Background: an optimization exercise with open tools, aiming at small area and a short achievable clock period. Do not read the settings as production practice. In this exercise RTL edits were held to simulation tests only and were not proved equivalent to the original. No activity file was given, so power comes from the tool's default toggle rates.

$ cat flow/constraint.sdc
create_clock -name core_clock -period 5.5 [get_ports {clk}]
set_input_delay 1.1000 -clock core_clock [delete_from_list [all_inputs] [get_ports {clk}]]
set_output_delay 1.1000 -clock core_clock [all_outputs]
set_load 0.01 [all_outputs]
$ cat flow/config.mk
export PLATFORM = sky130hd
export DESIGN_NAME = bin_morph_3x3
export DESIGN_NICKNAME = bin_morph_3x3
export VERILOG_FILES = /design/flow/design.v
export SDC_FILE = /design/flow/constraint.sdc
export NUM_CORES = 4
export LEC_CHECK = 0
export CAP_MARGIN = 20
export CORE_MARGIN = 2
export CORE_UTILIZATION = 40
export SLEW_MARGIN = 20
$ cat flow/run.sh
#!/bin/bash
# synth_recipe.tcl (not shown) runs the flow's synth.tcl, then flattens the netlist and writes it again
# the make line also repeats each setting of config.mk as NAME=value (left out here)
make -C /OpenROAD-flow-scripts/flow DESIGN_CONFIG=/design/flow/config.mk WORK_HOME=/design/flow/orfs CLKGATE_MAP_FILE= SYNTH_SCRIPT=/design/flow/synth_recipe.tcl finish
$ cat flow/design.v
module bin_morph_3x3 #(
  parameter int IMG_WIDTH = 640,
  parameter int MODE      = 0,
  parameter int XW        = 11
) (
  input  logic clk,
  input  logic rst,
  input  logic per_frame_vsync,
  input  logic per_frame_href,
  input  logic per_frame_clken,
  input  logic per_img_Bit,
  output logic post_frame_vsync,
  output logic post_frame_href,
  output logic post_frame_clken,
  output logic post_img_Bit
);
  localparam int AW = (IMG_WIDTH > 1) ? $clog2(IMG_WIDTH) : 1;
  localparam logic [XW-1:0] XMAX = XW'(IMG_WIDTH);
  localparam logic [XW-1:0] TWO  = XW'(2);
  logic          vsync_q;
  logic          href_q;
  logic          href_fall;
  logic          vsync_rise;
  logic [XW-1:0] x;
  logic [XW-1:0] y;
  logic [1:0]    mem [IMG_WIDTH];
  logic          in_rng;
  logic [AW-1:0] addr;
  logic [1:0]    rd;
  logic          t0;
  logic          t1;
  logic          t2;
  logic [2:0]    r0;
  logic [2:0]    r1;
  logic [2:0]    r2;
  logic [XW-1:0] xs;
  logic [XW-1:0] ys;
  logic          vs_d1;
  logic          hr_d1;
  logic          ce_d1;
  logic          border;
  logic          res;
  assign href_fall  = href_q & ~per_frame_href;
  assign vsync_rise = per_frame_vsync & ~vsync_q;
  assign in_rng = (x < XMAX);
  assign addr   = x[AW-1:0];
  assign rd     = in_rng ? mem[addr] : 2'b00;
  assign t0     = rd[1];
  assign t1     = rd[0];
  assign t2     = per_img_Bit;
  always_ff @(posedge clk) begin
    if (rst) begin
      vsync_q <= 1'b0;
      href_q  <= 1'b0;
      x       <= '0;
      y       <= '0;
    end else begin
      vsync_q <= per_frame_vsync;
      href_q  <= per_frame_href;
      if (href_fall)
        x <= '0;
      else if (per_frame_clken && x < XMAX)
        x <= x + 1'b1;
      if (vsync_rise)
        y <= '0;
      else if (href_fall && y != '1)
        y <= y + 1'b1;
    end
  end
  always_ff @(posedge clk) begin
    if (!rst && per_frame_clken && in_rng)
      mem[addr] <= {t1, t2};
  end
  always_ff @(posedge clk) begin
    if (rst) begin
      r0    <= '0;
      r1    <= '0;
      r2    <= '0;
      xs    <= '0;
      ys    <= '0;
      vs_d1 <= 1'b0;
      hr_d1 <= 1'b0;
      ce_d1 <= 1'b0;
    end else begin
      vs_d1 <= per_frame_vsync;
      hr_d1 <= per_frame_href;
      ce_d1 <= per_frame_clken;
      if (per_frame_clken) begin
        r0 <= {r0[1:0], t0};
        r1 <= {r1[1:0], t1};
        r2 <= {r2[1:0], t2};
        xs <= x;
        ys <= y;
      end
    end
  end
  assign border = (ys < TWO) || (xs < TWO) || (xs >= XMAX);
  assign res    = (MODE != 0) ? |{r0, r1, r2} : &{r0, r1, r2};
  always_ff @(posedge clk) begin
    if (rst) begin
      post_frame_vsync <= 1'b0;
      post_frame_href  <= 1'b0;
      post_frame_clken <= 1'b0;
      post_img_Bit     <= 1'b0;
    end else begin
      post_frame_vsync <= vs_d1;
      post_frame_href  <= hr_d1;
      post_frame_clken <= ce_d1;
      post_img_Bit     <= ce_d1 & ~border & res;
    end
  end
endmodule
==> flow_summary.json <==
{
  "status": "complete, no violations",
  "drv_cap": 0,
  "nNetsFinal": 3219,
  "ys_async_sr_fraction_pct": 0,
  "report.final.setup_viol": 0,
  "ir_drop_uv": 315.1,
  "max_freq_mhz": 197.8,
  "grt_max_degree": 161,
  "worstPathArrival_ns": 5.52,
  "slowest_stage": "dfxtp_4",
  "worst_slack_ns": 0.4447,
  "cp_num_buf_inv": 3,
  "layout-drive-gt1-share_pct": 20.74,
  "hold_violations": 0,
  "total_power_mw": 21.81,
  "place_ws_ns": 0.5135,
  "core-area_um2": 135500,
  "clock_latency_ns": 0.76,
  "ys_ff_latch": 1348,
  "grt.total_usage_pct": 20.84,
  "htreeDepth": 4,
  "worstSetupPathType": "flop to flop",
  "grt_pass1_wl_mm": 211.9,
  "worstMarginPinSlew_ns": 1.196,
  "cts_resized": 0,
  "hp-class": "flop to flop",
  "place.port_buffers": 9,
  "synthFlopType": "edfxtp_1",
  "reg2reg_to": "mem[575][1]$_DFFE_PP_",
  "pin_count": 10,
  "critPathTopFamily": "simple AND/OR/NAND/NOR gates",
  "place_congestion": 0.8459,
  "cp_slowest_stage_delay_ns": 0.86,
  "placed_cell_area_um2": 57070,
  "vias": 29770,
  "gr-total-overflow": 0,
  "start_util_pct": 40.30,
  "rsz0062_at_grt": "false",
  "crit_fanout": 102,
  "rrSetupSlack_ns": 0.44,
  "whs_endpoint": "post_frame_vsync$_SDFF_PP0_",
  "drt_wl_total_mm": 145.9,
  "clock_sinks": 1348,
  "hp-start": "vs_d1$_SDFF_PP0_",
  "power_density_nw_per_um2": 354.3,
  "postCtsSetupBuffers": 0,
  "syn_nets": 3196,
  "ctsHoldBuffers": 0,
  "cts_buffers": 142,
  "die_area_um2": 139500,
  "synthTopCellsByArea": "edfxtp_1, mux4_2, nor2_1",
  "syn_avg_cell_area_um2": 17.14,
  "dp_hpwl_mm": 86.05,
  "areaGrowthSynthToFinish_pct": 12.72,
  "p_leak_nw": 18.24,
  "synth_area_um2": 54600,
  "design_area_um2": 61540,
  "drc_errors": 0,
  "cts_tree": "yes",
  "start_kind": "flop",
  "die_x_um": 373.5,
  "root_buffer": "clkbuf_16",
  "fin_crit_sh_pct": 91.91,
  "synth_area_leader_cell": "edfxtp_1",
  "via_per_inst": 5.836,
  "postRouteAntennaNets": 0,
  "routedWlPerCell_um": 28.62,
  "post-route-min-period_ns": 5.055,
  "drtIter0Drc": 3757,
  "synth-warning-count": 1,
  "final_max_slew_viol_count": 0,
  "clockBufferDepth": 3,
  "whs_path_depth": 2,
  "netlist.area_leader.share_pct": 70.40,
  "antenna_found_initial": 3,
  "clkTransAtPathRegs_ns": 0.06,
  "netlist_instances": 3185,
  "grt_pass1_vias": 30010,
  "synth_edf_count": 1280,
  "die_h_um": 373.5,
  "final.setup_skew_ns": 0.02690,
  "crit_chain": "buf_4 > mux4_2 > mux2i_1 > nor3_1 > nor4b_1 > o311a_1 > a31oi_1 > a31oi_1 > nor2b_4 > buf_12 > buf_4",
  "slew_headroom_pct": 19.99,
  "worstPathRequired_ns": 5.97,
  "firstDrtPassIters": 7,
  "reg2reg_depth": 11,
  "end_kind": "flop",
  "seq_area_frac_synth_pct": 72.89,
  "row_count": 135,
  "yosysUniqueCellTypes": 55
}
-- layout by cell type, fill, tap and decap left out, types with 9 or more instances in the layout --
cell type / n
nand3_2: 16
a21oi_1: 18
nor2b_1: 30
mux4_2: 313
a22oi_1: 41
xor2_1: 12
clkbuf_16: 147
o221ai_1: 17
nand4_1: 10
o21ai_0: 14
clkbuf_1: 36
o22ai_1: 23
a221oi_1: 17
a22o_1: 21
nor2_1: 713
edfxtp_1: 1280
nor3_1: 20
nand2_2: 9
nand2b_1: 14
dfxtp_1: 63
clkinv_1: 21
a31oi_1: 11
buf_4: 108
buf_12: 20
clkinv_2: 23
nand3_1: 26
nand2_1: 65
mux2i_1: 91
-- state kept, by name, indices dropped and copies added (netlist names), named ones only --
signal,cells
r2,3
ys,10
post_frame_clken,1
x,11
vs_d1,1
post_frame_vsync,1
mem,1280
ce_d1,1
post_img_Bit,1
post_frame_href,1
r0,3
xs,10
y,11
r1,3
hr_d1,1
-- layer usage --
layer,share of wire [%],wire length [µm],GRT usage (%),vias to the layer above
met5,0,0,0,-
met3,8.7,12710,3.899,251
met2,47,68640,32.76,1378
met4,3.1,4482,6.806,0
met1,41,60110,29.38,15660
li1,-,-,-,12480
-- Yosys cell counts (3+ instances only) --
cell type and number:
nand2_1 74, a2111oi_0 3, dfxtp_1 68, buf_6 18, o211ai_1 5, buf_2 41, nor4_1 6, nor3_1 20
a21oi_1 18, a22o_1 21, xor2_1 12, buf_4 20, a22oi_1 41, or2_2 3, nor2_1 716, nand2b_1 14
clkbuf_1 171, ha_1 5, a221oi_1 17, nor2b_1 34, and3_1 4, o32ai_1 5, nand3_1 42, inv_1 7
buf_1 9, a311oi_1 4, a211oi_1 5, edfxtp_1 1280, mux2i_1 91, mux4_2 313, o221ai_1 17, nand4_1 10
mux2_2 5, nor3b_1 6, a31oi_1 11, xnor2_1 4, o21ai_0 14, o22ai_1 23, and2_1 5
-- how the worst max path moves through the flow --
stage                                  endpoint  startpoint  slack [ns]  depth (start not counted)
after floorplan             mem[0][1]$_DFFE_PP_        flop       -2.98                         10
after global placement     mem[29][1]$_DFFE_PP_        flop        0.43                         11
after detailed placement   mem[31][1]$_DFFE_PP_        flop        0.51                         11
after CTS                  mem[28][1]$_DFFE_PP_        flop        0.50                         11
after global routing       mem[53][1]$_DFFE_PP_        flop        0.38                         11
final                     mem[575][1]$_DFFE_PP_        flop        0.44                         11
-- through the flow --
stage	hold WS (ns)	TNS [ns]	instances	utilization (%)
after floorplan	0.4101	-1905.40	3185	-
after global placement	0.4328	0	4843	42.10
after detailed placement	0.4400	0	4845	42.13
after CTS	0.4498	0	5099	45.43
after global routing	0.4699	0	5099	45.43
final	0.4464	0	5100	45.43
-- power breakdown --
group          total (mW)  internal, mW  switching [mW]
clock network        9.29          5.32            3.98
registers            11.4          11.3          0.0393
logic                1.13         0.454           0.673
total                21.8          17.1            4.69
-- logic make-up (layout without fill, tap and decap cells) --
| family | count (synthesis) | count (layout) | share of synthesized area [%] |
|---|---|---|---|
| AO/OA/AOI/OAI | 193 | 193 | 2.587 |
| buffers and inverters | 266 | 399 | 2.308 |
| AND/OR/NAND/NOR | 948 | 948 | 7.159 |
| other | 0 | 1 | 0 |
| flip-flops | 1348 | 1348 | 72.89 |
| multiplexers | 409 | 409 | 14.68 |
| adder cells (fa/ha/maj) | 5 | 5 | 0.1146 |
| XOR/XNOR | 16 | 16 | 0.2567 |
-- area by class of cell --
type / count / area (µm²)
antenna: 1 / 2.502
multi-input combinational: 1571 / 13690
clock inverter: 66 / 589.3
timing repair buffer: 138 / 1316
inverter: 7 / 26.28
tap: 1781 / 2228
clock buffer: 188 / 3882
fill: 11650 / 73920
sequential: 1348 / 39810
-- worst register-to-register path, delay by kind of cell, from the launching register on --
kind,cells,cell delay [ns]
AND/OR/NAND/NOR,3,1.01
multiplexers,2,0.93
buffers and inverters,3,1.08
AO/OA/AOI/OAI,3,0.88
flip-flops,1,0.86

[re-timing with driven ports]
Ports are ideal in the flow. The routed layout listed here was re-timed in OpenROAD. Step 1: set_driving_cell puts a clkbuf_16 on clk and a buf_2 on each other input, an assumption about the parent block. Step 2 also shifts input and output timing later by t, the mid clock arrival at the registers, as if the neighbouring blocks saw the same clock. Slacks: ideal ports / drivers / drivers and shift; pairs: ideal ports / drivers.
t, ns: 0.817
setup WS [ns]: 0.445 / 0.445 / 0.445
clock arrival spread, ns: 0.027 / 0.027
worst data-port slew with drivers (ns): 0.06
After both steps this run still meets setup and hold. For this run, drivers alone change the setup slack by 0.000 ns; drivers and shift together by 0.000 ns.
